From an optimization exercise on the open Yosys and OpenROAD flow, aimed at small area, a short achievable clock period and few clock cycles per item; shortcuts taken in it are not production practice. The RTL was checked by simulation tests, not by an equivalence proof against the original design. No driver is modelled on the clock port, so clock power and skew are understated where the tree is cut down; a real chip needs a root buffer or a tree. No activity file was given, so power comes from the tool's default toggle rates.

==> flow/design.v (excerpt) <==
module iot_filter_top
(
    input  logic         clk,
    input  logic         rst,
    input  logic         in_en,
    input  logic [7:0]   iot_in,
    input  logic [2:0]   fn_sel,
    output logic         busy,
    output logic         valid,
    output logic [127:0] iot_out
);
Size in the first run: ~520 cells after synthesis, roughly 290 flip-flops, about 140 I/O pins, about 10000 sq um of cells after synthesis.
==> flow/config.mk <==
export PLATFORM = sky130hd
export DESIGN_NAME = iot_filter_top
export DESIGN_NICKNAME = iot_filter_top
export VERILOG_FILES = /design/flow/design.v
export SDC_FILE = /design/flow/constraint.sdc
export NUM_CORES = 4
export LEC_CHECK = 0
export CAP_MARGIN = 20
export CORE_MARGIN = 2
export CORE_UTILIZATION = 70
export SETUP_SLACK_MARGIN = 4.45
export SLEW_MARGIN = 20
==> flow/constraint.sdc <==
create_clock -name core_clock -period 7.0 [get_ports {clk}]
set_input_delay 1.4000 -clock core_clock [delete_from_list [all_inputs] [get_ports {clk}]]
set_output_delay 1.4000 -clock core_clock [all_outputs]
set_load 0.01 [all_outputs]
standard.sh (not shown) runs the stock make flow with config.mk's settings and CLKGATE_MAP_FILE= SYNTH_SCRIPT=/design/flow/synth_recipe.tcl, a recipe that flattens the netlist after the stock synthesis.
==> flow/flow/run.sh <==
#!/bin/bash
# Standard ORFS layout with two changes:
#  - the port buffers are plain buffers (sky130_fd_sc_hd__buf_1, resized by
#    timing repair) instead of the slow delay cells buffer_ports picks;
#  - after clock tree synthesis, the H-tree's middle level is removed, so the
#    root buffer drives every leaf buffer directly (all registers still see
#    the same two buffers on their clock path).
set -euo pipefail
ARGS=("BUFFER_PORTS_ARGS=-buffer_cell sky130_fd_sc_hd__buf_1"
      "CTS_ARGS=-sink_clustering_enable -repair_clock_nets -sink_clustering_size 30 -sink_clustering_max_diameter 100 -dont_use_dummy_load -balance_levels")
bash standard.sh "${ARGS[@]}" cts > standard_cts.log 2>&1
RES=orfs/results/sky130hd/iot_filter_top/base
cp $RES/4_cts.odb $RES/4_cts_htree.odb
FLOW_ODB=$RES/4_cts.odb openroad -no_init -exit flow/flatten_clock.tcl > flatten_clock.log 2>&1
bash standard.sh "${ARGS[@]}" finish > standard_finish.log 2>&1
==> flow/flow/flatten_clock.tcl <==
# Bypass every clock buffer that the root clock buffer drives and that itself
# drives clock buffers: its loads move onto the root buffer's net.
read_db $::env(FLOW_ODB)
set block [ord::get_db_block]
proc drv_inst {net} {
  foreach it [$net getITerms] { if {[$it isOutputSignal]} { return [$it getInst] } }
  return ""
}
proc out_net {inst} {
  foreach it [$inst getITerms] { if {[$it isOutputSignal]} { return [$it getNet] } }
  return ""
}
proc is_clkbuf {inst} { return [string match "*clkbuf*" [[$inst getMaster] getName]] }
set clk [$block findNet clk]
set root ""
foreach it [$clk getITerms] { if {[$it isInputSignal] && [is_clkbuf [$it getInst]]} { set root [$it getInst] } }
if {$root eq ""} { puts "no root clock buffer"; exit 1 }
set rnet [out_net $root]
puts "root [$root getName] net [$rnet getName]"
set changed 1
while {$changed} {
  set changed 0
  foreach it [$rnet getITerms] {
    if {![$it isInputSignal]} continue
    set b [$it getInst]
    if {![is_clkbuf $b]} continue
    set bnet [out_net $b]
    set drives_buf 0
    foreach l [$bnet getITerms] { if {[$l isInputSignal] && [is_clkbuf [$l getInst]]} { set drives_buf 1 } }
    if {!$drives_buf} continue
    puts "bypass [$b getName]"
    foreach l [$bnet getITerms] {
      if {[$l isInputSignal]} { $l disconnect; $l connect $rnet }
    }
    odb::dbInst_destroy $b
    odb::dbNet_destroy $bnet
    set changed 1
    break
  }
}
set n 0
foreach it [$rnet getITerms] { if {[$it isInputSignal]} { incr n } }
puts "root drives $n loads"
write_db $::env(FLOW_ODB)
Testbench counts at the start, summed over its fixed seeds: cycles 36,192, items 2,157.
Rerun with:
--- a/flow/config.mk
+++ b/flow/config.mk
@@ -10 +10 @@
-export CORE_UTILIZATION = 70
+export CORE_UTILIZATION = 40
What happened: The new run went through all stages and came out clean. Worst hold slack barely changes. Synthesized cell count is unchanged. Worst setup slack stays flat. Sequential power is about the same. Register-to-register slack stays flat.
Rerun with:
--- a/flow/config.mk
+++ b/flow/config.mk
@@ -10,2 +10,2 @@
-export CORE_UTILIZATION = 40
-export SETUP_SLACK_MARGIN = 4.45
+export CORE_UTILIZATION = 70
+export SETUP_SLACK_MARGIN = 4.4
After rerunning:
- cell count is lower by about a fifth
- setup slack is about the same
- clock skew is higher by 0.0079 ns
- combinational power is lower by a few percent
- sequential power hardly moves
Rerun with:
--- a/flow/config.mk
+++ b/flow/config.mk
@@ -10,2 +10,2 @@
-export CORE_UTILIZATION = 70
-export SETUP_SLACK_MARGIN = 4.4
+export CORE_UTILIZATION = 55
+export SETUP_SLACK_MARGIN = 4.5
Non-clock buffer count is higher by 21.
Synthesized cell count does not change.
Core utilization shrinks by 15 points.
Wire length goes up by 4.0%.
Via count climbs by 0.89%.
Combinational power came out higher by about 10%.
Hold slack gets worse by 0.010 ns.
Sequential power went down by about 1%.
Fmax is higher by 1.1%.

==> re-timing with driven ports <==
How much do the figures lean on ideal ports? The routed layouts below were timed once more, with nothing changed but the port constraints.
Step 1 (the two cells are an assumption about what drives the block):
set clk [get_ports {clk}]
set_driving_cell -lib_cell sky130_fd_sc_hd__clkbuf_16 $clk
set_driving_cell -lib_cell sky130_fd_sc_hd__buf_2 [delete_from_list [all_inputs] $clk]
Step 2 times the ports against the registers' clock, not the clock port: input delays grow and output delays shrink by t, the midpoint of the rising clock arrivals with the driver on.
a / b / c = ideal / step 1 / step 2; a / b = the first two.
run	t, ns	setup slack, ns	hold WS [ns]	clock arrival spread, ns
the first run	0.461	4.509 / 4.465 / 4.247	0.421 / 0.421 / 0.421	0.023 / 0.022
the second run	0.458	4.511 / 4.469 / 4.260	0.423 / 0.423 / 0.423	0.016 / 0.016
the third run	0.460	4.512 / 4.467 / 4.247	0.421 / 0.421 / 0.421	0.022 / 0.022
the fourth run	0.453	4.539 / 4.495 / 4.159	0.410 / 0.410 / 0.410	0.023 / 0.023
After both steps setup and hold are still met in every run listed. The setup slack of the fourth run, which loses most, moves by -0.044 ns with the drivers and by -0.380 ns with both steps.
